This is an optimization exercise on Yosys and OpenROAD, whose aim is small area, a short achievable clock period and few clock cycles, not a production implementation.
At most, simulation tests tie the RTL to the original design; equivalence was not proved.
No functional check of the RTL was part of runs 1 and 2.
Power figures rest on the tool's default switching activity, not on a simulated workload.

--- flow/design.v ---
package ngp_pkg;
  localparam logic [7:0] CHAR_SPACE = 8'h20;
  localparam logic [7:0] CHAR_NL    = 8'h0A;
  localparam logic [7:0] CHAR_POINT = 8'h2E;
  localparam logic [7:0] SEP_RESET  = 8'd44;
  localparam logic [29:0] LAT_MAX = 30'd900000000;
  localparam logic [30:0] LON_MAX = 31'd1800000000;
endpackage
import ngp_pkg::*;
module nmea_gga_position_parser (
  input  logic        clk_i,
  input  logic        rst_ni,
  input  logic        in_valid_i,
  output logic        in_stall_o,
  input  logic [7:0]  rx_byte_i,
  output logic        out_valid_o,
  input  logic        out_stall_i,
  output logic [29:0] lat_e7_o,
  output logic [30:0] lon_e7_o,
  output logic        lat_ok_o,
  output logic        lon_ok_o,
  input  logic        cfg_valid_i,
  output logic        cfg_ready_o,
  input  logic [7:0]  cfg_field_separator_i
);
  function automatic logic [3:0] b_tab(input logic [1:0] r, input logic [3:0] t);
    case ({r, t})
      6'd0: b_tab = 4'd0;
      6'd1: b_tab = 4'd1;
      6'd2: b_tab = 4'd3;
      6'd3: b_tab = 4'd5;
      6'd4: b_tab = 4'd6;
      6'd5: b_tab = 4'd8;
      6'd6: b_tab = 4'd0;
      6'd7: b_tab = 4'd1;
      6'd8: b_tab = 4'd3;
      6'd9: b_tab = 4'd5;
      6'd16: b_tab = 4'd3;
      6'd17: b_tab = 4'd5;
      6'd18: b_tab = 4'd6;
      6'd19: b_tab = 4'd8;
      6'd20: b_tab = 4'd0;
      6'd21: b_tab = 4'd1;
      6'd22: b_tab = 4'd3;
      6'd23: b_tab = 4'd5;
      6'd24: b_tab = 4'd6;
      6'd25: b_tab = 4'd8;
      6'd32: b_tab = 4'd6;
      6'd33: b_tab = 4'd8;
      6'd34: b_tab = 4'd0;
      6'd35: b_tab = 4'd1;
      6'd36: b_tab = 4'd3;
      6'd37: b_tab = 4'd5;
      6'd38: b_tab = 4'd6;
      6'd39: b_tab = 4'd8;
      6'd40: b_tab = 4'd0;
      6'd41: b_tab = 4'd1;
      default: b_tab = 4'd0;
    endcase
  endfunction
  function automatic logic [1:0] a_tab(input logic [1:0] r, input logic [3:0] t);
    case (r)
      2'd0:    a_tab = {1'b0, t >= 4'd6};
      2'd1:    a_tab = {1'b0, t >= 4'd4};
      default: a_tab = (t >= 4'd8) ? 2'd2 : {1'b0, t >= 4'd2};
    endcase
  endfunction
  function automatic logic [1:0] rem_next(input logic [1:0] r, input logic [3:0] t);
    case ({r, t})
      6'd0: rem_next = 2'd0;
      6'd1: rem_next = 2'd2;
      6'd2: rem_next = 2'd1;
      6'd3: rem_next = 2'd0;
      6'd4: rem_next = 2'd2;
      6'd5: rem_next = 2'd1;
      6'd6: rem_next = 2'd0;
      6'd7: rem_next = 2'd2;
      6'd8: rem_next = 2'd1;
      6'd9: rem_next = 2'd0;
      6'd16: rem_next = 2'd1;
      6'd17: rem_next = 2'd0;
      6'd18: rem_next = 2'd2;
      6'd19: rem_next = 2'd1;
      6'd20: rem_next = 2'd0;
      6'd21: rem_next = 2'd2;
      6'd22: rem_next = 2'd1;
      6'd23: rem_next = 2'd0;
      6'd24: rem_next = 2'd2;
      6'd25: rem_next = 2'd1;
      6'd32: rem_next = 2'd2;
      6'd33: rem_next = 2'd1;
      6'd34: rem_next = 2'd0;
      6'd35: rem_next = 2'd2;
      6'd36: rem_next = 2'd1;
      6'd37: rem_next = 2'd0;
      6'd38: rem_next = 2'd2;
      6'd39: rem_next = 2'd1;
      6'd40: rem_next = 2'd0;
      6'd41: rem_next = 2'd2;
      default: rem_next = 2'd0;
    endcase
  endfunction
  function automatic logic [7:0] hdr_char(input logic [2:0] pos);
    case (pos)
      3'd1:    hdr_char = 8'h47;   
      3'd2:    hdr_char = 8'h50;   
      3'd3:    hdr_char = 8'h47;   
      3'd4:    hdr_char = 8'h47;   
      3'd5:    hdr_char = 8'h41;   
      default: hdr_char = 8'h00;
    endcase
  endfunction
  logic [7:0]  sep_q;
  logic        stall_q, stall_d;
  logic        vld_q;
  logic [7:0]  byte_q;
  logic [2:0]  pos_q, pos_d;      
  logic        hdr_q, hdr_d;
  logic        body_q, col2_q;     
  logic [2:0]  fld_q, fld_d;      
  logic        pt_q, pt_d;
  logic        dig_q, dig_d;
  logic        bad_q, bad_d;
  logic [3:0]  t_q, t_d;
  logic [3:0]  u_q, u_d;
  logic [2:0]  n_q, n_d;          
  logic [1:0]  r_q, r_d;
  logic [1:0]  r1_q;             
  logic        big_q, big_d;
  logic [2:0]  ix_q;              
  logic        iy_q, iz_q;
  logic        pad_q, pad_d;
  logic        ptgt_q, ptgt_d;
  logic [29:0] lat_q, lat_d;
  logic [30:0] lon_q, lon_d;
  logic        latok_q, latok_d;
  logic        lonok_q, lonok_d;
  logic        emit_q, emit_d;
  logic        ov_q, ov_d;
  assign cfg_ready_o = 1'b1;
  always_ff @(posedge clk_i or negedge rst_ni) begin
    if (!rst_ni) begin
      sep_q <= SEP_RESET;
    end else if (cfg_valid_i) begin
      sep_q <= cfg_field_separator_i;
    end
  end
  logic take;
  assign take = in_valid_i && !stall_q;
  logic c_nl_q, c_sep_q, c_pt_q, c_dig_q;
  always_ff @(posedge clk_i or negedge rst_ni) begin
    if (!rst_ni) begin
      vld_q <= 1'b0;
    end else begin
      vld_q <= take && (rx_byte_i != CHAR_SPACE);
    end
  end
  always_ff @(posedge clk_i) begin
    byte_q  <= rx_byte_i;
    c_nl_q  <= rx_byte_i == CHAR_NL;
    c_sep_q <= rx_byte_i == sep_q;
    c_pt_q  <= rx_byte_i == CHAR_POINT;
    c_dig_q <= (rx_byte_i[7:4] == 4'h3) && (rx_byte_i[3:0] <= 4'd9);
  end
  logic       ch, is_nl, is_sep, is_pt, is_dig;
  logic [3:0] dgt;
  assign ch     = vld_q;
  assign is_nl  = c_nl_q;
  assign is_sep = c_sep_q;
  assign is_pt  = c_pt_q;
  assign is_dig = c_dig_q;
  assign dgt    = byte_q[3:0];
  logic body, tfld, ftgt;
  logic ev_nl, ev_c, ev_sep, ev_fc, ev_close, ev_clr;
  logic ok_close, match, emit_now;
  assign body  = body_q;
  assign tfld  = fld_q[0];   
  assign ftgt  = fld_q[1];
  assign ev_nl    = ch && is_nl;
  assign ev_c     = ch && !is_nl;
  assign ev_sep   = ev_c && body && is_sep;
  assign ev_fc    = ev_c && body && !is_sep && tfld;
  assign ev_close = ((ev_c && is_sep) || ev_nl) && body && tfld;
  assign ev_clr   = ev_c && col2_q;
  assign ok_close = dig_q && pt_q && !bad_q;
  assign match    = hdr_q && (pos_q >= 3'd6);
  assign emit_now = ev_nl && match;
  logic [30:0] hsum;
  logic [7:0]  pinc;
  logic        int_dig, frac_dig, pt_step, big_det, close_step, hwr, lat_last;
  assign hsum = {lon_q[27:0], ix_q} + {lon_q[29:0], iy_q} + 31'(iz_q);
  assign pinc = lon_q[7:0] + 8'(t_q >= 4'd6);
  assign int_dig    = ev_fc && is_dig && !pt_q && !big_q;
  assign frac_dig   = ev_fc && is_dig && pt_q && !big_q && (n_q <= 3'd4);
  assign pt_step    = ev_fc && is_pt && !pt_q && !big_q;
  assign big_det    = (int_dig && (ftgt ? (lon_q[7:0] >= 8'd18) : (lon_q[7:0] >= 8'd9))) ||
                      (pt_step && (t_q >= 4'd6) &&
                       (ftgt ? (lon_q[7:0] == 8'd179) : (lon_q[7:0] == 8'd89)));
  assign close_step = ev_close && ok_close && !big_q;
  assign hwr        = (int_dig && !big_det) || frac_dig || close_step || pad_q;
  assign lat_last   = pad_q && (n_q == 3'd6) && !ptgt_q;
  logic go;
  always_comb begin
    pos_d   = pos_q;
    hdr_d   = hdr_q;
    fld_d   = fld_q;
    pt_d    = pt_q;
    dig_d   = dig_q;
    bad_d   = bad_q;
    t_d     = t_q;
    u_d     = u_q;
    n_d     = n_q;
    r_d     = r_q;
    big_d   = big_q;
    pad_d   = pad_q;
    ptgt_d  = ptgt_q;
    lat_d   = lat_q;
    lon_d   = lon_q;
    latok_d = latok_q;
    lonok_d = lonok_q;
    if (pad_q) begin
      n_d = n_q + 3'd1;
      r_d = r1_q;
      t_d = u_q;
      u_d = '0;
      if (n_q == 3'd6) begin
        pad_d = 1'b0;
        n_d   = '0;
        r_d   = '0;
      end
    end
    if (ev_nl) begin
      pos_d = '0;
      hdr_d = 1'b1;
      fld_d = '0;
    end
    if (ev_c) begin
      if (pos_q != 3'd7) pos_d = pos_q + 3'd1;
      if ((pos_q >= 3'd1) && (pos_q <= 3'd5) && (byte_q != hdr_char(pos_q))) hdr_d = 1'b0;
    end
    if (ev_fc) begin
      if (is_pt) begin
        bad_d = bad_q || pt_q;
        pt_d  = 1'b1;
        if (big_det) big_d = 1'b1;
      end else if (is_dig) begin
        dig_d = 1'b1;
        if (!pt_q) begin
          t_d = u_q;
          u_d = dgt;
          if (big_det) big_d = 1'b1;
        end else if (frac_dig) begin
          n_d = n_q + 3'd1;
          r_d = r1_q;
          t_d = u_q;
          u_d = dgt;
        end
      end else begin
        bad_d = 1'b1;
      end
    end
    if (ev_close) begin
      if (close_step) begin
        n_d    = n_q + 3'd1;
        r_d    = r1_q;
        t_d    = u_q;
        u_d    = '0;
        pad_d  = 1'b1;
        ptgt_d = ftgt;
      end else begin
        n_d   = '0;
        r_d   = '0;
        big_d = 1'b0;
      end
      if (ftgt) lonok_d = ok_close;
      else      latok_d = ok_close;
    end
    if (ev_sep) begin
      if (fld_q != 3'd4) fld_d = fld_q + 3'd1;
      pt_d  = 1'b0;
      dig_d = 1'b0;
      bad_d = 1'b0;
      if (!close_step && !pad_q) begin
        t_d = '0;
        u_d = '0;
      end
    end
    if (hwr) lon_d = hsum;
    if (pt_step && !big_det) lon_d = 31'(pinc);
    if (ev_close && !close_step) begin
      if (ftgt) begin
        lon_d = ok_close ? LON_MAX : 31'd0;
      end else begin
        lat_d = ok_close ? LAT_MAX : 30'd0;
        lon_d = '0;
      end
    end
    if (lat_last) begin
      lat_d = hsum[29:0];
      lon_d = '0;
    end
    if (ev_clr) begin
      lat_d   = '0;
      lon_d   = '0;
      latok_d = 1'b0;
      lonok_d = 1'b0;
      pad_d   = 1'b0;
      t_d     = '0;
      u_d     = '0;
      n_d     = '0;
      r_d     = '0;
      big_d   = 1'b0;
    end
  end
  logic [1:0] r1, r2;
  assign r1 = r1_q;
  logic [3:0] bu, inj_dig, inj_zero, inj_pt, inj_cur, inj_d;
  assign r2       = rem_next(r1, u_q);
  assign bu       = b_tab(r1, u_q);
  assign inj_dig  = bu + 4'(a_tab(r2, dgt));
  assign inj_zero = bu;
  assign inj_pt   = b_tab(2'd0, t_q) + 4'(a_tab(rem_next(2'd0, t_q), u_q));
  assign inj_cur  = iy_q ? {3'b100, iz_q} : {1'b0, ix_q};
  always_comb begin
    if (!(pt_d || pad_d)) begin
      inj_d = t_d;
    end else if (ev_clr || (pad_q && (n_q == 3'd6))) begin
      inj_d = 4'd0;
    end else if (frac_dig) begin
      inj_d = inj_dig;
    end else if (close_step || pad_q) begin
      inj_d = inj_zero;
    end else if (pt_step) begin
      inj_d = inj_pt;
    end else begin
      inj_d = inj_cur;
    end
  end
  assign go     = (emit_now || emit_q) && !pad_q && !close_step;
  assign ov_d   = (ov_q && out_stall_i) || go;
  assign emit_d = (emit_now || emit_q) && !go;
  logic next_sep;
  assign next_sep = take && (rx_byte_i == sep_q) && (rx_byte_i != CHAR_SPACE);
  assign stall_d  = ((ov_d || emit_d) && (pos_d != 3'd0)) ||
                    (pad_d && (n_d <= 3'd5) && ((fld_d == 3'd3) || ((fld_d == 3'd2) && next_sep)));
  always_ff @(posedge clk_i or negedge rst_ni) begin
    if (!rst_ni) begin
      stall_q <= 1'b0;
      pos_q   <= '0;
      body_q  <= 1'b0;
      col2_q  <= 1'b0;
      hdr_q   <= 1'b1;
      fld_q   <= '0;
      pad_q   <= 1'b0;
      emit_q  <= 1'b0;
      ov_q    <= 1'b0;
    end else begin
      stall_q <= stall_d;
      pos_q   <= pos_d;
      body_q  <= pos_d == 3'd7;
      col2_q  <= pos_d == 3'd2;
      hdr_q   <= hdr_d;
      fld_q   <= fld_d;
      pad_q   <= pad_d;
      emit_q  <= emit_d;
      ov_q    <= ov_d;
    end
  end
  always_ff @(posedge clk_i) begin
    pt_q    <= pt_d;
    dig_q   <= dig_d;
    bad_q   <= bad_d;
    t_q     <= t_d;
    u_q     <= u_d;
    n_q     <= n_d;
    r_q     <= r_d;
    r1_q    <= rem_next(r_d, t_d);
    big_q   <= big_d;
    ix_q    <= (inj_d >= 4'd8) ? 3'd7 : inj_d[2:0];
    iy_q    <= inj_d >= 4'd8;
    iz_q    <= inj_d == 4'd9;
    ptgt_q  <= ptgt_d;
    lat_q   <= lat_d;
    lon_q   <= lon_d;
    latok_q <= latok_d;
    lonok_q <= lonok_d;
  end
  assign in_stall_o  = stall_q;
  assign out_valid_o = ov_q;
  assign lat_e7_o    = lat_q;
  assign lon_e7_o    = lon_q;
  assign lat_ok_o    = latok_q;
  assign lon_ok_o    = lonok_q;
endmodule
--- flow/flow/run.sh ---
#!/bin/bash
# Standard layout, but the port buffers are buf_2 cells instead of the
# default pick, which is a slow delay buffer.
set -euo pipefail
export BUFFER_PORTS_ARGS="-buffer_cell sky130_fd_sc_hd__buf_2"
bash standard.sh > standard.log 2>&1
--- flow/standard.sh ---
#!/bin/bash
# synth_recipe.tcl (not shown) runs the flow's synth.tcl, then flattens the netlist and writes it again
# the make line also repeats each setting of config.mk as NAME=value (left out here)
make -C /OpenROAD-flow-scripts/flow DESIGN_CONFIG=/design/flow/config.mk WORK_HOME=/design/flow/orfs CLKGATE_MAP_FILE= SYNTH_SCRIPT=/design/flow/synth_recipe.tcl "${@:-finish}"
--- flow/config.mk ---
export PLATFORM = sky130hd
export DESIGN_NAME = nmea_gga_position_parser
export DESIGN_NICKNAME = nmea_gga_position_parser
export VERILOG_FILES = /design/flow/design.v
export SDC_FILE = /design/flow/constraint.sdc
export NUM_CORES = 4
export LEC_CHECK = 0
export CAP_MARGIN = 20
export CORE_MARGIN = 2
export CORE_UTILIZATION = 55
export SETUP_SLACK_MARGIN = 4.5
export SLEW_MARGIN = 20
--- flow/constraint.sdc ---
create_clock -name core_clock -period 7.5 [get_ports {clk_i}]
set_input_delay 1.5000 -clock core_clock [delete_from_list [all_inputs] [get_ports {clk_i}]]
set_output_delay 1.5000 -clock core_clock [all_outputs]
set_load 0.01 [all_outputs]
==> results of run 1 <==
-- layout make-up --
| cell class | count | area [µm²] | share of cell area (%) |
|---|---|---|---|
| Timing Repair Buffer | 105 | 588 | 6.32 |
| Clock inverter | 12 | 138 | 1.48 |
| Sequential cell | 128 | 2710 | 29.2 |
| Clock buffer | 20 | 457 | 4.91 |
| Inverter | 37 | 153 | 1.64 |
| Multi-Input combinational cell | 723 | 5030 | 54.1 |
| Tap cell | 180 | 225 | 2.42 |
-- timing repair --
action,4_1_cts,5_1_grt
gates resized for setup,37,36
pin swaps,10,21
setup buffers,8,8
hold buffers,0,0
endpoints found under the setup margin,33,46
-- state kept, by name, indices dropped and copies added (netlist names), 2 cells and up --
name and cells:
lon_q 31, lat_q 30, byte_q 8, sep_q 8, b_tab$func$/design/flow/design.v:322$5474.$result 4, t_q 4, u_q 4, fld_q 3
ix_q 3, n_q 3, pos_q 3, r1_q 2, r_q 2, rem_next$func$/design/flow/design.v:322$5475.$result 2
-- metrics by stage --
stage	utilization, %	setup slack, ps	power, W	hold slack [ps]	instance area, µm²
finish	67.0	4500	0.00197	477	9300
global route	67.0	4350	0.00206	488	9300
CTS	65.9	4510	0.00195	480	9140
detailed placement	60.2	4110	0.00106	460	8350
global placement	60.2	4290	0.00105	468	8350
floorplan	-	4510	0.000976	445	7820
-- power groups by stage --
stage                     combinational [W]  sequential [W]  clock (W)
after CTS                          0.000363        0.000749   0.000839
after global routing               0.000433        0.000757   0.000868
after detailed placement           0.000294        0.000762          0
after floorplan                    0.000228        0.000747          0
after global placement             0.000285        0.000761          0
final                              0.000394        0.000752   0.000829
-- kinds of logic after synthesis --
group | count (synthesis)
muxes | 24
other | 1
xor gates and xnor gates | 47
AOI/OAI and AO/OA | 287
adders and majority gates | 60
and+or+nand+nor | 304
DFF | 128
buffers and inverters | 72
-- cells in the final DEF (no fill, tap or decap), types with 32 or more instances in the layout --
cell / count
nor2_1: 108
dfxtp_1: 94
buf_2: 85
nand2_1: 73
a21oi_1: 66
o21ai_0: 52
ha_1: 52
a22oi_1: 33
inv_1: 32
xnor2_1: 32
-- critical path, delay by kind of cell (launching register included) --
family / cells / cell delay (ps)
compound gates: 5 / 830
fa+ha+maj: 3 / 910
buf+inv: 1 / 50
flops: 1 / 380
mux: 1 / 190
simple gates: 4 / 540
-- worst paths after layout --
kind,endpoint,slack [ps]
worst max-delay path,iz_q$_DFF_P_,4500
worst min-delay path,vld_q$_DFF_PN0_,480
worst max register to register,iz_q$_DFF_P_,4500
worst min register to register,vld_q$_DFF_PN0_,480
max in group asynchronous,vld_q$_DFF_PN0_,6070
min in group asynchronous,pos_q[2]$_DFF_PN0_,1050
-- layer usage --
| layer | track usage [%] | vias to the layer above | routed length (µm) |
|---|---|---|---|
| met5 | 0 | - | 0 |
| met4 | 11.2 | 0 | 564 |
| met3 | 5.54 | 48 | 1040 |
| met2 | 50.0 | 223 | 10800 |
| met1 | 36.1 | 3474 | 9480 |
| li1 | - | 3529 | - |
==> results.sh, run 1 <==
export IMPL_status="timing/DRC/antenna clean"
export IMPL_power_density_mw_per_mm2=212
export IMPL_critPathMaxFanout=4
export IMPL_synth_flop_cell="dfxtp_1"
export IMPL_relSlewSlack_pct=37.1
export IMPL_swShare_pct=29.3
export IMPL_synth_top_area_share_pct=26.9
export IMPL_setup_violations=0
export IMPL_worstSetupPathType="reg -> reg"
export IMPL_antennaDiodeCount=0
export IMPL_vias=7274
export IMPL_cp_data_required_time_ps=7820
export IMPL_stdcell_count=1205
export IMPL_path_clk_slew_ps=60
export IMPL_power_leakage_nw=4.18
export IMPL_ys_top_cells_by_area="dfxtp_1, ha_1, dfrtp_1, nor2_1, a21oi_1"
export IMPL_fin_nets=1093
export IMPL_rsz0062_at_grt="yes"
export IMPL_die_w_um=123
export IMPL_startpoint="u_q[0]$_SDFF_PP0_"
export IMPL_slowest_delay_ps=440
export IMPL_ios=87
export IMPL_layout_drive_gt1_share_pct=22.0
export IMPL_final_max_slew_viol_count=0
export IMPL_syn2layout_area_growth_pct=19.1
export IMPL_synth_nets=1004
export IMPL_switchingPower_w=0.000578
export IMPL_p_int_w=0.00140
export IMPL_worst_path_most_repeated_cell="nor2_1"
export IMPL_vias_per_cell=6.04
export IMPL_timing_fmax_ghz=0.333
export IMPL_core_area_mm2=0.0139
export IMPL_placed_cells=1157
export IMPL_netlist_area_mm2=0.00781
export IMPL_synthCells=923
export IMPL_ant_nets=0
export IMPL_antenna_found_initial=0
export IMPL_r2r_cells=14
export IMPL_vdd_drop_max_mv=0.200
export IMPL_tightestPinTransition_ps=939
export IMPL_hold_path_class="reg -> reg"
export IMPL_async_reset_ff_share_pct=17.2
export IMPL_wl_um=21900
export IMPL_n_fill_cell=1158
export IMPL_cap_violations=0
export IMPL_hold_depth=1
export IMPL_synth_edf_count=1
export IMPL_root_buffer="clkbuf_16"
export IMPL_rr_startpoint="u_q[0]$_SDFF_PP0_"
export IMPL_clock_latency_ps=420
export IMPL_fin_crit_sh_pct=40.0
export IMPL_overflow=0
export IMPL_initial_core_util_pct=56.3
export IMPL_synthXorXnorAreaFrac_pct=5.27
export IMPL_synth_area_mux_share_pct=3.25
export IMPL_synth_avg_cell_area_um2=8.46
export IMPL_setup_tns_final_ps=0
export IMPL_period_needed_ps=3000
export IMPL_grt_max_degree=41
export IMPL_grt_pass1_wl_um=34500
export IMPL_numCtsBuffers=17
export IMPL_synth_area_leader_cell="dfxtp_1"
export IMPL_synth_common_cells="nor2_1, dfxtp_1, nand2_1, a21oi_1, o21ai_0"
export IMPL_place_congestion=0.957
export IMPL_yosysWarnings=1
export IMPL_finClkSkew_ps=10.4
export IMPL_dieArea_mm2=0.0152
export IMPL_hp_start="stall_q$_DFF_PN0_"
export IMPL_synth_most_common_cell="nor2_1"
export IMPL_cp_arrival_ps=3320
export IMPL_power_frac_comb_pct=19.9
export IMPL_synth_seq_cells=128
export IMPL_grt_pass1_vias=6957
export IMPL_synth_simple_area_share_pct=18.6
export IMPL_place_hpwl_um=15700
export IMPL_synth_cell_types=80
export IMPL_clock_sinks=128
export IMPL_crit_path_start_kind="flop"
export IMPL_grtUsageTotal_pct=29.1
export IMPL_power_frac_seq_pct=38.1
export IMPL_die_y_um=123
export IMPL_io_buffers=85
export IMPL_drc_errors=0
export IMPL_hold_viol=0
export IMPL_first_iter_violations=544
export IMPL_synth_seq_area_share_pct=34.4
export IMPL_htreeDepth=4
export IMPL_synth_compound_area_share_pct=24.5
export IMPL_cts_tree="done"
export IMPL_cts_max_path_buffers=2
export IMPL_rows=43
export IMPL_wl_per_cell_um=18.2
export IMPL_synth_top_family_by_area="compound AO/OA/AOI/OAI gates"
export IMPL_synthAdderAreaFrac_pct=10.0
export IMPL_crit_slowest_cell="fa_2"
export IMPL_endpoint_kind="flop"
export IMPL_clkPwrFrac_pct=42.0
export IMPL_crit_chain="inv_6, ha_4, a2111oi_4, a21oi_1, o22ai_2, a21oi_1, nor2_1, nor2_1, nor2_1, ha_2, fa_2, mux2i_2, o21ai_1, nor4_1"
export IMPL_firstDrtPassIters=5
==> run 2, diff against run 1 <==
--- a/flow/config.mk
+++ b/flow/config.mk
@@ -10,3 +10,3 @@
 export CORE_UTILIZATION = 55
-export SETUP_SLACK_MARGIN = 4.5
+export SETUP_SLACK_MARGIN = 5
 export SLEW_MARGIN = 20
==> run 2 against run 1 <==
Synthesized cell count is the same. Die area did not move. Clock skew up 4.0 ps. Via count rose by 3.5%. Critical path type unchanged. Still clean. Core utilization is 4.2 points higher. Final cell count is 1.7% higher. Largest cell class unchanged. Sequential power is essentially flat. Clock power fell by 5.2%.
==> results.sh, run 2 <==
export IMPL_ios=87
export IMPL_fin_crit_sh_pct=40.3
export IMPL_setup_tns_final_ps=0
export IMPL_synth_nets=1004
export IMPL_synth_cell_types=80
export IMPL_die_w_um=123
export IMPL_power_frac_comb_pct=20.7
export IMPL_hp_start="byte_q[7]$_DFF_P_"
export IMPL_hold_path_class="reg -> reg"
export IMPL_core_area_mm2=0.0139
export IMPL_power_frac_seq_pct=38.8
export IMPL_worstSetupPathType="reg -> reg"
export IMPL_n_fill_cell=1083
export IMPL_crit_path_start_kind="flop"
export IMPL_vdd_drop_max_mv=0.217
export IMPL_power_density_mw_per_mm2=197
export IMPL_clkPwrFrac_pct=40.5
export IMPL_drc_errors=0
export IMPL_hold_buffers=0
export IMPL_crit_family="compound AO/OA/AOI/OAI gates"
export IMPL_hold_depth=3
export IMPL_p_int_w=0.00137
export IMPL_placed_area_mm2=0.00843
export IMPL_slowest_delay_ps=370
export IMPL_endpoint_kind="flop"
export IMPL_cp_arrival_ps=3380
export IMPL_die_y_um=123
export IMPL_vias=7525
export IMPL_rows=43
export IMPL_r2r_cells=12
export IMPL_root_buffer="clkbuf_16"
export IMPL_rr_startpoint="iz_q$_DFF_P_"
export IMPL_period_needed_ps=3020
export IMPL_synth_edf_count=1
export IMPL_cts_max_path_buffers=2
export IMPL_power_leakage_nw=4.44
export IMPL_grt_max_degree=42
export IMPL_tightestPinTransition_ps=865
export IMPL_fin_nets=1114
export IMPL_mostFrequentLayoutCells="nor2_1, buf_2, nand2_1"
export IMPL_antenna_found_initial=0
export IMPL_mostFrequentLayoutCell="nor2_1"
export IMPL_wl_um=22800
export IMPL_place_hpwl_um=15800
export IMPL_layout_drive_gt1_share_pct=30.0
export IMPL_swShare_pct=29.7
export IMPL_status="timing/DRC/antenna clean"
export IMPL_grt_pass1_vias=7232
export IMPL_cts_tree="done"
export IMPL_first_iter_violations=543
export IMPL_rsz0062_at_grt="yes"
export IMPL_crit_chain="fa_2, inv_2, fa_2, nor2b_4, o31ai_4, a31o_2, a41o_4, o31a_1, o21ai_2, o31a_1, mux2_2, nand2_1"
export IMPL_hold_path_end="hdr_q$_DFF_PN1_"
export IMPL_seq_area_mm2=0.00277
export IMPL_cap_violations=0
export IMPL_synth_area_leader_cell="dfxtp_1"
export IMPL_reg_largest_list="lon_q: 31 flops, lat_q: 30 flops"
export IMPL_synth_top_area_share_pct=26.9
export IMPL_holdWs_ps=481
export IMPL_final_cell_area_mm2=0.00989
export IMPL_regMostFlops="lon_q"
export IMPL_crit_buf_inv=1
export IMPL_clock_sinks=128
export IMPL_synth_seq_cells=128
export IMPL_yosysWarnings=1
export IMPL_place_congestion=0.972
export IMPL_synth_flop_cell="dfxtp_1"
export IMPL_htreeDepth=4
export IMPL_largest_register_ffs=31
export IMPL_ant_nets=0
export IMPL_relSlewSlack_pct=42.2
export IMPL_synth_common_cells="nor2_1, dfxtp_1, nand2_1, a21oi_1, o21ai_0"
export IMPL_hold_viol=0
export IMPL_grtUsageTotal_pct=29.7
export IMPL_dieArea_mm2=0.0152
export IMPL_crit_slowest_cell="dfxtp_1"
export IMPL_firstDrtPassIters=5
export IMPL_wl_per_cell_um=18.6
export IMPL_synth_avg_cell_area_um2=8.46
export IMPL_synth_most_common_cell="nor2_1"
export IMPL_timing_fmax_ghz=0.331
export IMPL_overflow=0
export IMPL_syn2layout_area_growth_pct=26.6
export IMPL_io_buffers=85
export IMPL_cp_data_required_time_ps=7850
export IMPL_synthCells=923
export IMPL_synth_seq_area_share_pct=34.4
export IMPL_placed_cells=1157
export IMPL_critPathMaxFanout=3
export IMPL_clock_latency_ps=430
export IMPL_switchingPower_w=0.000576
export IMPL_stdcell_count=1226
export IMPL_setup_violations=0
export IMPL_numCtsBuffers=17
export IMPL_path_clk_slew_ps=60
export IMPL_antennaDiodeCount=0
export IMPL_vias_per_cell=6.14
export IMPL_netlist_area_mm2=0.00781
export IMPL_grt_pass1_wl_um=35200
export IMPL_initial_core_util_pct=56.3
export IMPL_async_reset_ff_share_pct=17.2
export IMPL_ys_top_cells_by_area="dfxtp_1, ha_1, dfrtp_1, nor2_1, a21oi_1"
export IMPL_multi_input_area_mm2=0.00539
export IMPL_finClkSkew_ps=14.3
export IMPL_reg2reg_to="lon_q[30]$_SDFFE_PP0P_"
export IMPL_rrSetupSlack_ps=4480
export IMPL_final_max_slew_viol_count=0
run 2: cell counts after synthesis:
Identical to the previous run, type by type.
run 2: through the flow:
step	total power [W]	worst slack, ps	util (%)
6_report	0.00194	4480	71.2
3_5_place_dp	0.00110	4160	60.8
4_1_cts	0.00194	4530	68.0
2_1_floorplan	0.00101	4810	-
3_3_place_gp	0.00109	4270	60.8
5_1_grt	0.00203	4370	71.2
run 2: tightest hold or removal path: cells and delay by family, from the launching register on:
| family | cells | cell delay (ps) |
|---|---|---|
| simple gates | 2 | 110 |
| compound gates | 1 | 60 |
| flops | 1 | 300 |
run 2: how the worst max path moves through the flow:
| stage | cells after the start | start | to |
|---|---|---|---|
| global placement | 9 | fld_q[1]$_DFF_PN0_ | lon_q[27]$_SDFFE_PP0P_ |
| floorplan | 15 | u_q[2]$_SDFF_PP0_ | iz_q$_DFF_P_ |
| finish | 12 | iz_q$_DFF_P_ | lon_q[30]$_SDFFE_PP0P_ |
| detailed placement | 9 | vld_q$_DFF_PN0_ | lon_q[27]$_SDFFE_PP0P_ |
| global route | 18 | u_q[1]$_SDFF_PP0_ | iz_q$_DFF_P_ |
| CTS | 18 | u_q[1]$_SDFF_PP0_ | iz_q$_DFF_P_ |
run 2: routing by layer:
metal | vias up | global-route usage (%) | routed length (µm)
li1 | 3569 | - | -
met1 | 3632 | 33.8 | 9210
met2 | 271 | 53.2 | 11700
met4 | 0 | 14.1 | 694
met5 | - | 0 | 0
met3 | 53 | 5.67 | 1160
run 2: final cells by class:
cell class / count / area share (%)
multi-input combinational: 723 / 54.5
sequential: 128 / 28.0
timing repair buffer: 126 / 7.90
clock buffer: 22 / 4.80
tap: 180 / 2.28
inverter: 37 / 1.62
clock inverter: 10 / 0.861
run 2: cells by family (layout without fill, tap and decap cells):
group / after synthesis / after routing / share of synthesized area, %
AO/OA/AOI/OAI: 287 / 287 / 24.5
XOR/XNOR: 47 / 47 / 5.27
adder cells (fa/ha/maj): 60 / 60 / 10.0
buffers and inverters: 72 / 195 / 3.91
flip-flops: 128 / 128 / 34.4
multiplexers: 24 / 24 / 3.25
other: 1 / 1 / 0.0480
AND/OR/NAND/NOR: 304 / 304 / 18.6
run 2: power by group through the flow:
stage	sequential (W)	clock (W)	combinational, W
6_report	0.000755	0.000786	0.000402
5_1_grt	0.000759	0.000826	0.000442
4_1_cts	0.000753	0.000793	0.000393
3_5_place_dp	0.000773	0	0.000324
3_3_place_gp	0.000771	0	0.000316
2_1_floorplan	0.000753	0	0.000254
run 2: repair_timing:
action,CTS,global route
endpoints found under the hold margin,0,0
buffers inserted,23,14
cloned,0,0
pin swaps,26,30
endpoints found under the setup margin,75,82
resized for setup,84,69
==> run 3, diff against run 2 <==
--- a/flow/design.v
+++ b/flow/design.v
@@ -8,2 +8,107 @@
 endpackage
+module ngp_btab (
+  input  logic [1:0] r,
+  input  logic [3:0] t,
+  output logic [3:0] b
+);
+  always_comb begin
+    case ({r, t})
+      6'd0: b = 4'd0;
+      6'd1: b = 4'd1;
+      6'd2: b = 4'd3;
+      6'd3: b = 4'd5;
+      6'd4: b = 4'd6;
+      6'd5: b = 4'd8;
+      6'd6: b = 4'd0;
+      6'd7: b = 4'd1;
+      6'd8: b = 4'd3;
+      6'd9: b = 4'd5;
+      6'd16: b = 4'd3;
+      6'd17: b = 4'd5;
+      6'd18: b = 4'd6;
+      6'd19: b = 4'd8;
+      6'd20: b = 4'd0;
+      6'd21: b = 4'd1;
+      6'd22: b = 4'd3;
+      6'd23: b = 4'd5;
+      6'd24: b = 4'd6;
+      6'd25: b = 4'd8;
+      6'd32: b = 4'd6;
+      6'd33: b = 4'd8;
+      6'd34: b = 4'd0;
+      6'd35: b = 4'd1;
+      6'd36: b = 4'd3;
+      6'd37: b = 4'd5;
+      6'd38: b = 4'd6;
+      6'd39: b = 4'd8;
+      6'd40: b = 4'd0;
+      6'd41: b = 4'd1;
+      default: b = 4'd0;
+    endcase
+  end
+endmodule
+module ngp_atab (
+  input  logic [1:0] r,
+  input  logic [3:0] t,
+  output logic [1:0] a
+);
+  always_comb begin
+    case (r)
+      2'd0:    a = {1'b0, t >= 4'd6};
+      2'd1:    a = {1'b0, t >= 4'd4};
+      default: a = (t >= 4'd8) ? 2'd2 : {1'b0, t >= 4'd2};
+    endcase
+  end
+endmodule
+module ngp_rem (
+  input  logic [1:0] r,
+  input  logic [3:0] t,
+  output logic [1:0] rn
+);
+  always_comb begin
+    case ({r, t})
+      6'd0: rn = 2'd0;
+      6'd1: rn = 2'd2;
+      6'd2: rn = 2'd1;
+      6'd3: rn = 2'd0;
+      6'd4: rn = 2'd2;
+      6'd5: rn = 2'd1;
+      6'd6: rn = 2'd0;
+      6'd7: rn = 2'd2;
+      6'd8: rn = 2'd1;
+      6'd9: rn = 2'd0;
+      6'd16: rn = 2'd1;
+      6'd17: rn = 2'd0;
+      6'd18: rn = 2'd2;
+      6'd19: rn = 2'd1;
+      6'd20: rn = 2'd0;
+      6'd21: rn = 2'd2;
+      6'd22: rn = 2'd1;
+      6'd23: rn = 2'd0;
+      6'd24: rn = 2'd2;
+      6'd25: rn = 2'd1;
+      6'd32: rn = 2'd2;
+      6'd33: rn = 2'd1;
+      6'd34: rn = 2'd0;
+      6'd35: rn = 2'd2;
+      6'd36: rn = 2'd1;
+      6'd37: rn = 2'd0;
+      6'd38: rn = 2'd2;
+      6'd39: rn = 2'd1;
+      6'd40: rn = 2'd0;
+      6'd41: rn = 2'd2;
+      default: rn = 2'd0;
+    endcase
+  end
+endmodule
+module ngp_enc (
+  input  logic [3:0] b,
+  input  logic [1:0] a,
+  output logic [4:0] xyz
+);
+  always_comb begin
+    if (b <= 4'd7) xyz = {b[2:0], a != 2'd0, a == 2'd2};
+    else           xyz = {3'd7, 1'b1, (b == 4'd9) || (a != 2'd0)};
+  end
+endmodule
 import ngp_pkg::*;
@@ -25,89 +130,2 @@
 );
-  function automatic logic [3:0] b_tab(input logic [1:0] r, input logic [3:0] t);
-    case ({r, t})
-      6'd0: b_tab = 4'd0;
-      6'd1: b_tab = 4'd1;
-      6'd2: b_tab = 4'd3;
-      6'd3: b_tab = 4'd5;
-      6'd4: b_tab = 4'd6;
-      6'd5: b_tab = 4'd8;
-      6'd6: b_tab = 4'd0;
-      6'd7: b_tab = 4'd1;
-      6'd8: b_tab = 4'd3;
-      6'd9: b_tab = 4'd5;
-      6'd16: b_tab = 4'd3;
-      6'd17: b_tab = 4'd5;
-      6'd18: b_tab = 4'd6;
-      6'd19: b_tab = 4'd8;
-      6'd20: b_tab = 4'd0;
-      6'd21: b_tab = 4'd1;
-      6'd22: b_tab = 4'd3;
-      6'd23: b_tab = 4'd5;
-      6'd24: b_tab = 4'd6;
-      6'd25: b_tab = 4'd8;
-      6'd32: b_tab = 4'd6;
-      6'd33: b_tab = 4'd8;
-      6'd34: b_tab = 4'd0;
-      6'd35: b_tab = 4'd1;
-      6'd36: b_tab = 4'd3;
-      6'd37: b_tab = 4'd5;
-      6'd38: b_tab = 4'd6;
-      6'd39: b_tab = 4'd8;
-      6'd40: b_tab = 4'd0;
-      6'd41: b_tab = 4'd1;
-      default: b_tab = 4'd0;
-    endcase
-  endfunction
-  function automatic logic [1:0] a_tab(input logic [1:0] r, input logic [3:0] t);
-    case (r)
-      2'd0:    a_tab = {1'b0, t >= 4'd6};
-      2'd1:    a_tab = {1'b0, t >= 4'd4};
-      default: a_tab = (t >= 4'd8) ? 2'd2 : {1'b0, t >= 4'd2};
-    endcase
-  endfunction
-  function automatic logic [1:0] rem_next(input logic [1:0] r, input logic [3:0] t);
-    case ({r, t})
-      6'd0: rem_next = 2'd0;
-      6'd1: rem_next = 2'd2;
-      6'd2: rem_next = 2'd1;
-      6'd3: rem_next = 2'd0;
-      6'd4: rem_next = 2'd2;
-      6'd5: rem_next = 2'd1;
-      6'd6: rem_next = 2'd0;
-      6'd7: rem_next = 2'd2;
-      6'd8: rem_next = 2'd1;
-      6'd9: rem_next = 2'd0;
-      6'd16: rem_next = 2'd1;
-      6'd17: rem_next = 2'd0;
-      6'd18: rem_next = 2'd2;
-      6'd19: rem_next = 2'd1;
-      6'd20: rem_next = 2'd0;
-      6'd21: rem_next = 2'd2;
-      6'd22: rem_next = 2'd1;
-      6'd23: rem_next = 2'd0;
-      6'd24: rem_next = 2'd2;
-      6'd25: rem_next = 2'd1;
-      6'd32: rem_next = 2'd2;
-      6'd33: rem_next = 2'd1;
-      6'd34: rem_next = 2'd0;
-      6'd35: rem_next = 2'd2;
-      6'd36: rem_next = 2'd1;
-      6'd37: rem_next = 2'd0;
-      6'd38: rem_next = 2'd2;
-      6'd39: rem_next = 2'd1;
-      6'd40: rem_next = 2'd0;
-      6'd41: rem_next = 2'd2;
-      default: rem_next = 2'd0;
-    endcase
-  endfunction
-  function automatic logic [7:0] hdr_char(input logic [2:0] pos);
-    case (pos)
-      3'd1:    hdr_char = 8'h47;   
-      3'd2:    hdr_char = 8'h50;   
-      3'd3:    hdr_char = 8'h47;   
-      3'd4:    hdr_char = 8'h47;   
-      3'd5:    hdr_char = 8'h41;   
-      default: hdr_char = 8'h00;
-    endcase
-  endfunction
   logic [7:0]  sep_q;
@@ -202,2 +220,13 @@
   logic go;
+  logic [7:0] hdr_ch;
+  always_comb begin
+    case (pos_q)
+      3'd1:    hdr_ch = 8'h47;   
+      3'd2:    hdr_ch = 8'h50;   
+      3'd3:    hdr_ch = 8'h47;   
+      3'd4:    hdr_ch = 8'h47;   
+      3'd5:    hdr_ch = 8'h41;   
+      default: hdr_ch = 8'h00;
+    endcase
+  end
   always_comb begin
@@ -238,3 +267,3 @@
       if (pos_q != 3'd7) pos_d = pos_q + 3'd1;
-      if ((pos_q >= 3'd1) && (pos_q <= 3'd5) && (byte_q != hdr_char(pos_q))) hdr_d = 1'b0;
+      if ((pos_q >= 3'd1) && (pos_q <= 3'd5) && (byte_q != hdr_ch)) hdr_d = 1'b0;
     end
@@ -314,24 +343,29 @@
   end
-  logic [1:0] r1, r2;
-  assign r1 = r1_q;
-  logic [3:0] bu, inj_dig, inj_zero, inj_pt, inj_cur, inj_d;
-  assign r2       = rem_next(r1, u_q);
-  assign bu       = b_tab(r1, u_q);
-  assign inj_dig  = bu + 4'(a_tab(r2, dgt));
-  assign inj_zero = bu;
-  assign inj_pt   = b_tab(2'd0, t_q) + 4'(a_tab(rem_next(2'd0, t_q), u_q));
-  assign inj_cur  = iy_q ? {3'b100, iz_q} : {1'b0, ix_q};
+  logic [1:0] r2, rp, a_dig, a_pt, r1_d;
+  logic [3:0] bu, bp;
+  logic [4:0] x_plain, x_dig, x_zero, x_pt, inj_d;
+  ngp_rem  u_rem_u   (.r(r1_q),  .t(u_q),   .rn(r2));
+  ngp_btab u_b_u     (.r(r1_q),  .t(u_q),   .b(bu));
+  ngp_atab u_a_dig   (.r(r2),    .t(dgt),   .a(a_dig));
+  ngp_rem  u_rem_pt  (.r(2'd0),  .t(t_q),   .rn(rp));
+  ngp_btab u_b_pt    (.r(2'd0),  .t(t_q),   .b(bp));
+  ngp_atab u_a_pt    (.r(rp),    .t(u_q),   .a(a_pt));
+  ngp_enc  u_e_plain (.b(t_d),   .a(2'd0),  .xyz(x_plain));
+  ngp_enc  u_e_dig   (.b(bu),    .a(a_dig), .xyz(x_dig));
+  ngp_enc  u_e_zero  (.b(bu),    .a(2'd0),  .xyz(x_zero));
+  ngp_enc  u_e_pt    (.b(bp),    .a(a_pt),  .xyz(x_pt));
+  ngp_rem  u_rem_d   (.r(r_d),   .t(t_d),   .rn(r1_d));
   always_comb begin
     if (!(pt_d || pad_d)) begin
-      inj_d = t_d;
+      inj_d = x_plain;
     end else if (ev_clr || (pad_q && (n_q == 3'd6))) begin
-      inj_d = 4'd0;
+      inj_d = '0;
     end else if (frac_dig) begin
-      inj_d = inj_dig;
+      inj_d = x_dig;
     end else if (close_step || pad_q) begin
-      inj_d = inj_zero;
+      inj_d = x_zero;
     end else if (pt_step) begin
-      inj_d = inj_pt;
+      inj_d = x_pt;
     end else begin
-      inj_d = inj_cur;
+      inj_d = {ix_q, iy_q, iz_q};
     end
@@ -376,7 +410,5 @@
     r_q     <= r_d;
-    r1_q    <= rem_next(r_d, t_d);
+    r1_q    <= r1_d;
     big_q   <= big_d;
-    ix_q    <= (inj_d >= 4'd8) ? 3'd7 : inj_d[2:0];
-    iy_q    <= inj_d >= 4'd8;
-    iz_q    <= inj_d == 4'd9;
+    {ix_q, iy_q, iz_q} <= inj_d;
     ptgt_q  <= ptgt_d;
--- a/flow/config.mk
+++ b/flow/config.mk
@@ -7,2 +7,3 @@
 export LEC_CHECK = 0
+export ABC_AREA = 1
 export CAP_MARGIN = 20
@@ -10,3 +11,3 @@
 export CORE_UTILIZATION = 55
-export SETUP_SLACK_MARGIN = 5
+export SETUP_SLACK_MARGIN = 4.5
 export SLEW_MARGIN = 20
==> run 3 against run 2 <==
Worst setup slack gained 290 ps. Sequential cell count unchanged. Largest power group unchanged. Critical path type unchanged. Final cell count grew 23%. Worst hold slack worse by 20 ps. Non-clock buffer count fell by 37. Power down 1.5%. Clock-buffer cell count is 5 lower. Critical endpoint is now lat_q[26]$_SDFFE_PP0P_. Via count up 11%. Sequential share of layout area up 0.92 points. First-iteration DRC count is 29% higher.
==> results.sh, run 3 <==
export IMPL_setup_tns_final_ps=0
export IMPL_regMostFlops="lon_q"
export IMPL_hold_viol=0
export IMPL_synthCells=1231
export IMPL_synth_avg_cell_area_um2=6.74
export IMPL_ys_top_cells_by_area="dfxtp_1, nand2_1, ha_1, inv_1, a21oi_1"
export IMPL_die_y_um=127
export IMPL_numCtsBuffers=17
export IMPL_power_frac_comb_pct=17.8
export IMPL_netlist_area_mm2=0.00830
export IMPL_synth_seq_cells=128
export IMPL_path_clk_slew_ps=60
export IMPL_drc_errors=0
export IMPL_endpoint_kind="flop"
export IMPL_finalWorstSetupSlack_ps=4770
export IMPL_post_place_ws_ps=4540
export IMPL_yosysWarnings=5
export IMPL_synth_top_area_share_pct=24.1
export IMPL_clock_sinks=128
export IMPL_die_w_um=127
export IMPL_cap_violations=0
export IMPL_async_reset_ff_share_pct=17.2
export IMPL_vias=8382
export IMPL_grt_max_degree=32
export IMPL_syn2layout_area_growth_pct=14.0
export IMPL_final_max_slew_viol_count=0
export IMPL_grt_pass1_vias=7848
export IMPL_overflow=0
export IMPL_layout_drive_gt1_share_pct=12.0
export IMPL_crit_path_start_kind="flop"
export IMPL_cp_data_required_time_ps=7840
export IMPL_synth_flop_cell="dfxtp_1"
export IMPL_synth_area_leader_cell="dfxtp_1"
export IMPL_firstDrtPassIters=6
export IMPL_reg_largest_list="lon_q: 31 flops, lat_q: 30 flops"
export IMPL_power_density_mw_per_mm2=202
export IMPL_wl_per_cell_um=15.5
export IMPL_vdd_drop_max_mv=0.156
export IMPL_antennaDiodeCount=0
export IMPL_relSlewSlack_pct=44.9
export IMPL_largest_register_ffs=31
export IMPL_vias_per_cell=5.55
export IMPL_cp_arrival_ps=3070
export IMPL_ios=87
export IMPL_power_frac_seq_pct=40.0
export IMPL_worstSetupPathType="reg -> reg"
export IMPL_cts_max_path_buffers=2
export IMPL_power_w=0.00191
export IMPL_first_iter_violations=700
export IMPL_status="timing/DRC/antenna clean"
export IMPL_ant_nets=0
export IMPL_place_hpwl_um=17800
export IMPL_finClkSkew_ps=12.0
export IMPL_fin_crit_sh_pct=36.4
export IMPL_period_needed_ps=2730
export IMPL_setup_violations=0
export IMPL_synth_edf_count=6
export IMPL_grtUsageTotal_pct=29.5
export IMPL_dieArea_mm2=0.0161
export IMPL_cts_tree="done"
export IMPL_tightestPinTransition_ps=823
export IMPL_clkPwrFrac_pct=42.2
export IMPL_mostFrequentLayoutCells="nand2_1, inv_1, a21oi_1"
export IMPL_hold_path_class="reg -> reg"
export IMPL_switchingPower_w=0.000616
export IMPL_power_leakage_nw=4.70
export IMPL_synth_seq_area_share_pct=33.0
export IMPL_htreeDepth=4
export IMPL_mostFrequentLayoutCell="nand2_1"
export IMPL_critPathMaxFanout=4
export IMPL_timing_fmax_ghz=0.366
export IMPL_grt_pass1_wl_um=38100
export IMPL_synth_common_cells="nand2_1, inv_1, a21oi_1, dfxtp_1, nor2_1"
export IMPL_p_int_w=0.00130
export IMPL_swShare_pct=32.2
export IMPL_holdWs_ps=461
export IMPL_synth_cell_types=54
export IMPL_antenna_found_initial=0
export IMPL_fin_nets=1388
export IMPL_rows=44
export IMPL_clock_latency_ps=430
export IMPL_root_buffer="clkbuf_16"
export IMPL_rsz0062_at_grt="no"
export IMPL_fin_util_pct=64.6
export IMPL_place_congestion=1.03
export IMPL_synth_most_common_cell="nand2_1"
export IMPL_initial_core_util_pct=56.7
export IMPL_wl_um=23400
export IMPL_core_area_mm2=0.0146
export IMPL_synth_nets=1306
export IMPL_io_buffers=85
## run 3: cell types whose count changed after synthesis, sizes merged, moves of 25 or more
cell and change:
inv +105, a22oi -33, nand3 +65, a21oi +35
nand2 +301, xnor2 -25
## run 3: cell families after synthesis
family / synth area share, %
adders and majority gates: 8.32
and+or+nand+nor: 32.8
xor gates and xnor gates: 2.53
buffers and inverters: 8.05
AOI/OAI and AO/OA: 15.3
other: 0.0452
DFF: 33.0
## run 3: critical path, cell delays in order, from the launching register on
cell,delay [ps]
edfxtp_1,370
fa_1,240
inv_1,70
fa_1,400
o21ai_0,390
nand2_1,90
nand2_1,160
a21boi_0,180
or2_2,330
nand2_1,70
nand2_1,50
nand2_1,90
nand2_1,60
a21oi_1,140
## run 3: final timing paths
check | start | endpoint | slack, ps | depth (start not counted)
worst max register to register | ix_q[0]$_DFFE_PP_ | lat_q[26]$_SDFFE_PP0P_ | 4770 | 13
max in group asynchronous | rst_ni | sep_q[3]$_DFFE_PN1P_ | 6090 | 1
worst max-delay path | ix_q[0]$_DFFE_PP_ | lat_q[26]$_SDFFE_PP0P_ | 4770 | 13
worst min register to register | lat_q[12]$_SDFFE_PP0P_ | lat_q[12]$_SDFFE_PP0P_ | 460 | 2
min in group asynchronous | rst_ni | sep_q[0]$_DFFE_PN0P_ | 1040 | 1
worst min-delay path | lat_q[12]$_SDFFE_PP0P_ | lat_q[12]$_SDFFE_PP0P_ | 460 | 2
## run 3: power by group through the flow
stage / registers [W] / clock network [W] / logic, W
global placement: 0.000779 / 0 / 0.000326
CTS: 0.000766 / 0.000815 / 0.000327
global route: 0.000772 / 0.000849 / 0.000389
finish: 0.000766 / 0.000808 / 0.000340
detailed placement: 0.000780 / 0 / 0.000325
floorplan: 0.000763 / 0 / 0.000246
## run 3: routing by layer
layer | vias to the layer above | GRT usage [%] | share of wire [%] | wire (µm)
li1 | 4230 | - | - | -
met3 | 49 | 5.99 | 6.2 | 1460
met1 | 3806 | 37.6 | 43 | 10100
met4 | 0 | 13.3 | 3.4 | 794
met5 | - | 0 | 0 | 0
met2 | 297 | 48.5 | 47 | 11000
## run 3: cell type report
class / count / area, µm²
clock buffers: 17 / 425
clock inverters: 15 / 153
fillers: 1371 / 5180
inverters: 143 / 544
multi-input cells: 933 / 4910
flip-flops and latches: 128 / 2740
well taps: 184 / 230
repair buffers: 89 / 455
repair inverters: 1 / 7.51
## run 3: metrics by stage
stage / area, µm² / cells
2_1_floorplan: 8300 / 1231
3_3_place_gp: 8850 / 1476
3_5_place_dp: 8850 / 1476
4_1_cts: 9430 / 1508
5_1_grt: 9460 / 1510
6_report: 9460 / 1510
## run 3: what timing repair did
action | in CTS | in global routing
buffers inserted | 0 | 1
hold buffers | 0 | 0
endpoints found under the setup margin | 0 | 23
gates resized for setup | 0 | 5
Testbench counts of run 3, summed over its fixed seeds: cycles 28,425.
==> run 4, diff against run 3 <==
--- a/flow/config.mk
+++ b/flow/config.mk
@@ -7,3 +7,2 @@
 export LEC_CHECK = 0
-export ABC_AREA = 1
 export CAP_MARGIN = 20
@@ -11,2 +10,4 @@
 export CORE_UTILIZATION = 55
+export CTS_CLUSTER_DIAMETER = 80
+export CTS_CLUSTER_SIZE = 40
 export SETUP_SLACK_MARGIN = 4.5
==> run 4 against run 3 <==
Via count shrank 11%. Still clean on timing, DRC and antenna. Register-to-register slack lost 190 ps. Sequential cell count is the same. Die area shrank 3.7%. Critical endpoint is now lat_q[27]$_SDFFE_PP0P_. Design area shrank 1.7%. Sequential share of layout area grew 0.56 points. Highest routed layer unchanged. Clock-buffer cell count grew 1. Final cell count shrank 20%. Clock skew shrank 1.7 ps. Critical path type unchanged. Largest power group unchanged. Wire length shrank 3.2%. Area after synthesis shrank 3.9%. Non-clock buffer count grew 9.
==> results.sh, run 4 <==
export IMPL_crit_buf_inv=1
export IMPL_initial_core_util_pct=55.5
export IMPL_cp_arrival_ps=3240
export IMPL_ys_top_cells_by_area="dfxtp_1, ha_1, dfrtp_1, nor2_1, a21oi_1"
export IMPL_synth_seq_cells=128
export IMPL_antenna_found_initial=0
export IMPL_crit_family="compound AO/OA/AOI/OAI gates"
export IMPL_synth_edf_count=6
export IMPL_mostFrequentLayoutCells="nor2_1, dfxtp_1, buf_2"
export IMPL_htreeDepth=4
export IMPL_rrSetupSlack_ps=4580
export IMPL_synth_nets=1002
export IMPL_first_iter_violations=499
export IMPL_grt_pass1_wl_um=36600
export IMPL_timing_fmax_ghz=0.342
export IMPL_wl_per_cell_um=18.8
export IMPL_setup_violations=0
export IMPL_yosysWarnings=5
export IMPL_synth_top_area_share_pct=25.1
export IMPL_holdWs_ps=468
export IMPL_critPathMaxFanout=4
export IMPL_place_congestion=0.921
export IMPL_rows=44
export IMPL_power_leakage_nw=4.22
export IMPL_relSlewSlack_pct=28.4
export IMPL_synth_seq_area_share_pct=34.3
export IMPL_synth_flop_cell="dfxtp_1"
export IMPL_core_area_mm2=0.0144
export IMPL_numCtsBuffers=17
export IMPL_overflow=0
export IMPL_die_y_um=124
export IMPL_regMostFlops="lon_q"
export IMPL_synth_cell_types=95
export IMPL_n_fill_cell=1243
export IMPL_reg2reg_to="lat_q[27]$_SDFFE_PP0P_"
export IMPL_grtUsageTotal_pct=28.7
export IMPL_rr_startpoint="iz_q$_DFFE_PP_"
export IMPL_async_reset_ff_share_pct=17.2
export IMPL_endpoint_kind="flop"
export IMPL_dieArea_mm2=0.0155
export IMPL_netlist_area_mm2=0.00798
export IMPL_die_w_um=124
export IMPL_clock_sinks=128
export IMPL_antennaDiodeCount=0
export IMPL_status="timing/DRC/antenna clean"
export IMPL_rsz0062_at_grt="yes"
export IMPL_reg_largest_list="lon_q: 31 flops, lat_q: 30 flops"
export IMPL_synth_area_leader_cell="dfxtp_1"
export IMPL_crit_slowest_cell="fa_2"
export IMPL_slowest_delay_ps=430
export IMPL_crit_chain="fa_2, buf_4, a211oi_1, o21ai_0, nand3_1, a21oi_2, o221a_2, a311oi_2, xnor2_1, a32o_1"
export IMPL_final_max_slew_viol_count=0
export IMPL_hold_buffers=0
export IMPL_period_needed_ps=2920
export IMPL_crit_path_start_kind="flop"
export IMPL_synth_common_cells="nor2_1, dfxtp_1, nand2_1, a21oi_1, ha_1"
export IMPL_hold_path_end="hdr_q$_DFF_PN1_"
export IMPL_r2r_cells=10
export IMPL_layout_drive_gt1_share_pct=19.8
export IMPL_hp_start="hdr_q$_DFF_PN1_"
export IMPL_hold_depth=2
export IMPL_ios=87
export IMPL_hold_viol=0
export IMPL_place_hpwl_um=16300
export IMPL_mostFrequentLayoutCell="nor2_1"
export IMPL_setup_tns_final_ps=0
export IMPL_path_clk_slew_ps=60
export IMPL_firstDrtPassIters=6
export IMPL_synth_most_common_cell="nor2_1"
export IMPL_power_density_mw_per_mm2=203
export IMPL_fin_util_pct=64.7
export IMPL_vias=7495
export IMPL_cts_tree="done"
export IMPL_cts_max_path_buffers=2
export IMPL_drc_errors=0
export IMPL_ant_nets=0
export IMPL_vias_per_cell=6.24
export IMPL_synth_avg_cell_area_um2=8.61
export IMPL_fin_crit_sh_pct=38.9
export IMPL_wl_um=22600
export IMPL_grt_max_degree=45
export IMPL_hold_path_class="reg -> reg"
export IMPL_io_buffers=85
export IMPL_synthCells=927
export IMPL_grt_pass1_vias=7332
export IMPL_fin_nets=1079
export IMPL_vdd_drop_max_mv=0.151
export IMPL_cp_data_required_time_ps=7820
export IMPL_root_buffer="clkbuf_16"
export IMPL_worstSetupPathType="reg -> reg"
export IMPL_largest_register_ffs=31
export IMPL_finClkSkew_ps=10.3
export IMPL_cap_violations=0
export IMPL_syn2layout_area_growth_pct=16.5
export IMPL_clock_latency_ps=430
export IMPL_tightestPinTransition_ps=1070
-- run 4: cell types whose count changed in the layout (fill, tap and decap cells not counted), sizes merged, moves of 17 or more --
cell | before | now
a21oi | 105 | 73
a221oi | 0 | 17
a22oi | 0 | 31
inv | 146 | 40
nand2 | 378 | 74
nand3 | 89 | 21
o21ai | 68 | 42
xnor2 | 7 | 27
-- run 4: final cells by class --
type	instances	area, µm²	area share (%)
Sequential cell	128	2740	29.5
Timing Repair Buffer	98	527	5.66
Clock inverter	14	179	1.92
Tap cell	184	230	2.48
Inverter	36	135	1.45
Multi-Input combinational cell	723	5060	54.4
Clock buffer	18	429	4.61
-- run 4: worst max-delay path by stage --
stage	startpoint	end	slack [ps]	depth (start not counted)
after floorplan	ix_q[0]$_DFFE_PP_	lat_q[22]$_SDFFE_PP0P_	4630	11
after global placement	ix_q[0]$_DFFE_PP_	lat_q[22]$_SDFFE_PP0P_	4360	11
after detailed placement	ix_q[0]$_DFFE_PP_	lon_q[28]$_SDFFE_PP0P_	4220	11
after CTS	vld_q$_DFF_PN0_	iz_q$_DFFE_PP_	4510	11
after global routing	fld_q[1]$_DFF_PN0_	lon_q[4]$_SDFFE_PP0P_	4470	8
final	iz_q$_DFFE_PP_	lat_q[27]$_SDFFE_PP0P_	4580	10
-- run 4: worst register-to-register path: stages, from the launching register on --
cell and delay, ps:
edfxtp_1 400, fa_2 430, buf_4 150, a211oi_1 290, o21ai_0 250, nand3_1 170, a21oi_2 110, o221a_2 320
a311oi_2 300, xnor2_1 170, a32o_1 230
-- run 4: cell families after synthesis --
kind of cell / after synthesis / synth area share (%)
buffers and inverters: 76 / 4.14
AND/OR/NAND/NOR: 323 / 20.2
multiplexers: 22 / 2.95
adder cells (fa/ha/maj): 54 / 8.65
AO/OA/AOI/OAI: 283 / 25.3
XOR/XNOR: 40 / 4.39
other: 1 / 0.0470
flip-flops: 128 / 34.3
-- run 4: through the flow --
| stage | cell area (µm²) | power, W | setup slack, ps | instances |
|---|---|---|---|---|
| after floorplan | 7980 | 0.000957 | 4630 | 927 |
| final | 9300 | 0.00189 | 4580 | 1201 |
| after global placement | 8490 | 0.00103 | 4360 | 1161 |
| after CTS | 9150 | 0.00189 | 4510 | 1196 |
| after global routing | 9300 | 0.00197 | 4470 | 1201 |
| after detailed placement | 8490 | 0.00103 | 4220 | 1161 |
-- run 4: routing by layer --
metal / GRT usage (%) / up-vias / part of all wire [%]
met5: 0 / - / 0
met4: 12.9 / 0 / 3.0
met3: 4.81 / 54 / 5.1
met2: 49.3 / 268 / 49
met1: 35.4 / 3600 / 43
li1: - / 3573 / -
-- run 4: power breakdown --
part | total [W] | internal, W | switching, W
Sequential | 0.000744 | 0.000711 | 0.0000327
Clock | 0.000858 | 0.000527 | 0.000332
Combinational | 0.000285 | 0.000104 | 0.000181
Total | 0.00189 | 0.00134 | 0.000545
-- run 4: timing repair --
action | CTS | global route
setup buffers | 3 | 5
pin swaps | 2 | 11
resized for setup | 10 | 23
endpoints found under the setup margin | 23 | 40
cloned | 0 | 0
==> run 5, diff against run 4 <==
--- a/flow/config.mk
+++ b/flow/config.mk
@@ -7,7 +7,6 @@
 export LEC_CHECK = 0
+export ABC_AREA = 1
 export CAP_MARGIN = 20
 export CORE_MARGIN = 2
-export CORE_UTILIZATION = 55
-export CTS_CLUSTER_DIAMETER = 80
-export CTS_CLUSTER_SIZE = 40
+export CORE_UTILIZATION = 68
 export SETUP_SLACK_MARGIN = 4.5
==> run 5 against run 4 <==
Combinational power is 19% higher. Global-route usage is 8.4 points higher. Sequential share of layout area is 0.41 points lower. Worst setup slack better by 190 ps. Highest routed layer unchanged. Clock power is 1% lower. Die area is 15% lower. Wire length is 5.8% higher. Clock skew is 1.2 ps higher. Core utilization is 14 points higher. Clock-buffer cell count is 1 higher. Sequential power is 3.1% higher.
==> results.sh, run 5 <==
export IMPL_endpoint_kind="flop"
export IMPL_status="timing/DRC/antenna clean"
export IMPL_critPathMaxFanout=4
export IMPL_worst_path_most_repeated_cell="nand2_1"
export IMPL_ant_nets=0
export IMPL_cp_data_required_time_ps=7790
export IMPL_setup_tns_final_ps=0
export IMPL_crit_path_start_kind="flop"
export IMPL_overflow=0
export IMPL_vias=8758
export IMPL_path_clk_slew_ps=60
export IMPL_grtUsageTotal_pct=37.2
export IMPL_initial_core_util_pct=69.4
export IMPL_dieArea_mm2=0.0131
export IMPL_layout_drive_gt1_share_pct=11.6
export IMPL_power_density_mw_per_mm2=208
export IMPL_tightestPinTransition_ps=867
export IMPL_final_max_slew_viol_count=0
export IMPL_crit_slowest_cell="o21ai_0"
export IMPL_hold_path_class="reg -> reg"
export IMPL_ys_top_cells_by_area="dfxtp_1, nand2_1, ha_1, inv_1, a21oi_1"
export IMPL_wl_um=23900
export IMPL_rows=40
export IMPL_largest_register_ffs=31
export IMPL_worstSetupPathType="reg -> reg"
export IMPL_yosysWarnings=5
export IMPL_mostFrequentLayoutCells="nand2_1, inv_1, a21oi_1"
export IMPL_period_needed_ps=2730
export IMPL_synth_avg_cell_area_um2=6.74
export IMPL_wl_per_cell_um=16.3
export IMPL_root_buffer="clkbuf_16"
export IMPL_mostFrequentLayoutCell="nand2_1"
export IMPL_finClkSkew_ps=11.6
export IMPL_clock_sinks=128
export IMPL_grt_pass1_wl_um=38400
export IMPL_place_hpwl_um=17600
export IMPL_cp_arrival_ps=3020
export IMPL_synth_edf_count=6
export IMPL_htreeDepth=4
export IMPL_fin_util_pct=78.7
export IMPL_clock_latency_ps=430
export IMPL_crit_family="simple AND/OR/NAND/NOR gates"
export IMPL_numCtsBuffers=17
export IMPL_firstDrtPassIters=8
export IMPL_die_y_um=114
export IMPL_seq_area_mm2=0.00274
export IMPL_synth_seq_area_share_pct=33.0
export IMPL_hold_buffers=0
export IMPL_timing_fmax_ghz=0.366
export IMPL_grt_max_degree=36
export IMPL_ios=87
export IMPL_regMostFlops="lon_q"
export IMPL_place_congestion=0.995
export IMPL_n_fill_cell=857
export IMPL_die_w_um=114
export IMPL_cts_tree="done"
export IMPL_crit_buf_inv=1
export IMPL_vias_per_cell=5.95
export IMPL_synthCells=1231
export IMPL_synth_most_common_cell="nand2_1"
export IMPL_syn2layout_area_growth_pct=13.4
export IMPL_multi_input_area_mm2=0.00490
export IMPL_antenna_found_initial=0
export IMPL_io_buffers=85
export IMPL_synth_area_leader_cell="dfxtp_1"
export IMPL_reg_largest_list="lon_q: 31 flops, lat_q: 30 flops"
export IMPL_synth_seq_cells=128
export IMPL_drc_errors=0
export IMPL_rsz0062_at_grt="no"
export IMPL_cts_max_path_buffers=2
export IMPL_grt_pass1_vias=8123
export IMPL_post_cts_setup_buffer_count=0
export IMPL_fin_crit_sh_pct=36.4
export IMPL_power_leakage_nw=4.71
export IMPL_synth_flop_cell="dfxtp_1"
export IMPL_synth_top_area_share_pct=24.1
export IMPL_netlist_area_mm2=0.00830
export IMPL_crit_chain="fa_1, inv_1, fa_1, o21ai_0, nand2_1, nand2_1, nand2_1, nand2_1, nand3_1, nand2_1, nand2_1, nand2_1, nor2_1, nor2_1, nor2_1"
export IMPL_relSlewSlack_pct=42.1
export IMPL_slowest_delay_ps=470
export IMPL_async_reset_ff_share_pct=17.2
export IMPL_synth_cell_types=54
export IMPL_cap_violations=0
export IMPL_synth_common_cells="nand2_1, inv_1, a21oi_1, dfxtp_1, nor2_1"
export IMPL_core_area_mm2=0.0120
export IMPL_first_iter_violations=853
export IMPL_setup_violations=0
export IMPL_antennaDiodeCount=0
export IMPL_synth_nets=1306
export IMPL_vdd_drop_max_mv=0.193
export IMPL_ctsResizeCount=0
export IMPL_hold_viol=0
export IMPL_fin_nets=1386
run 5: cell types whose count changed after synthesis, sizes merged, moves of 12 or more:
cell    previous run  this run
xnor2             27         7
nand2b            14         1
a221oi            17         0
inv               36       141
nand3             21        89
nand4              7        20
a21oi             73       105
mux2              12         0
nand2             74       378
a22oi             31         0
o21ai             42        68
run 5: cell type report:
class	instances	area share, %
clock buffers	19	4.81
clock inverters	13	1.62
inverters	143	5.70
multi-input cells	933	52.1
flip-flops and latches	128	29.1
well taps	147	1.95
repair buffers	88	4.76
run 5: path summary, 6_finish.rpt:
| check | from | slack [ps] | end | depth (start not counted) |
|---|---|---|---|---|
| setup / recovery | ix_q[0]$_DFFE_PP_ | 4770 | lon_q[24]$_SDFFE_PP0P_ | 15 |
| hold / removal | lat_q[4]$_SDFFE_PP0P_ | 460 | lat_q[4]$_SDFFE_PP0P_ | 2 |
| setup reg to reg | ix_q[0]$_DFFE_PP_ | 4770 | lon_q[24]$_SDFFE_PP0P_ | 15 |
| hold reg to reg | lat_q[4]$_SDFFE_PP0P_ | 460 | lat_q[4]$_SDFFE_PP0P_ | 2 |
| max in group asynchronous | rst_ni | 6070 | hdr_q$_DFF_PN1_ | 1 |
| min in group asynchronous | rst_ni | 1060 | sep_q[1]$_DFFE_PN0P_ | 1 |
run 5: cell families after synthesis:
family | synth area share [%]
buffers and inverters | 8.05
adders and majority gates | 8.32
AOI/OAI and AO/OA | 15.3
DFF | 33.0
xor gates and xnor gates | 2.53
other | 0.0452
and+or+nand+nor | 32.8
run 5: stage by stage:
step | area [µm²] | total power [W] | hold slack, ps | cells | setup WS (ps)
after global placement | 8810 | 0.00110 | 448 | 1439 | 4910
after global routing | 9410 | 0.00204 | 474 | 1471 | 4520
after CTS | 9410 | 0.00195 | 461 | 1471 | 4800
final | 9410 | 0.00195 | 458 | 1471 | 4770
after floorplan | 8300 | 0.00101 | 443 | 1231 | 5130
after detailed placement | 8810 | 0.00111 | 452 | 1439 | 4740
run 5: metal layers:
layer / wire length [µm] / up-vias / GRT usage [%]
met3: 2020 / 99 / 7.46
met1: 9400 / 3963 / 45.0
met2: 11500 / 474 / 63.6
met5: 0 / - / 0
li1: - / 4222 / -
met4: 983 / 0 / 17.1
run 5: power breakdown:
| part | switching, W | total (W) | internal (W) | leakage [nW] |
|---|---|---|---|---|
| logic | 0.000235 | 0.000338 | 0.000103 | 3.28 |
| registers | 0.0000412 | 0.000767 | 0.000726 | 1.14 |
| clock network | 0.000336 | 0.000849 | 0.000513 | 0.287 |
| total | 0.000613 | 0.00195 | 0.00134 | 4.71 |
run 5: tightest hold or removal path, cell delays in order (launching register included):
cell	delay (ps)
dfxtp_1	300
nand2_1	60
a21oi_1	50

-- separate check: timing with driven ports --
In the flow no input, the clock included, has a driving cell. The finished layouts below were timed again as built, in two steps. Step 1, drivers: a clkbuf_16 drives clk_i and a buf_2 each remaining input, both assumed. Step 2 also shifts input and output timing later by t, the mid clock arrival at the registers, as if the neighbouring blocks saw the same clock. a / b / c = ideal ports / drivers / drivers and shift; a / b = the first two.
run	t, ns	setup WS [ns]	worst register clock-pin slew, ns
run 1	0.464	4.500 / 4.500 / 4.500	0.06 / 0.06
run 2	0.463	4.478 / 4.478 / 4.478	0.06 / 0.06
run 3	0.464	4.770 / 4.755 / 4.745	0.06 / 0.06
run 4	0.466	4.580 / 4.580 / 4.580	0.06 / 0.06
run 5	0.470	4.768 / 4.744 / 4.684	0.07 / 0.07
After both steps every run listed still meets setup and hold. For run 5, which loses most, drivers alone change the setup slack by -0.024 ns; drivers and shift together by -0.084 ns.
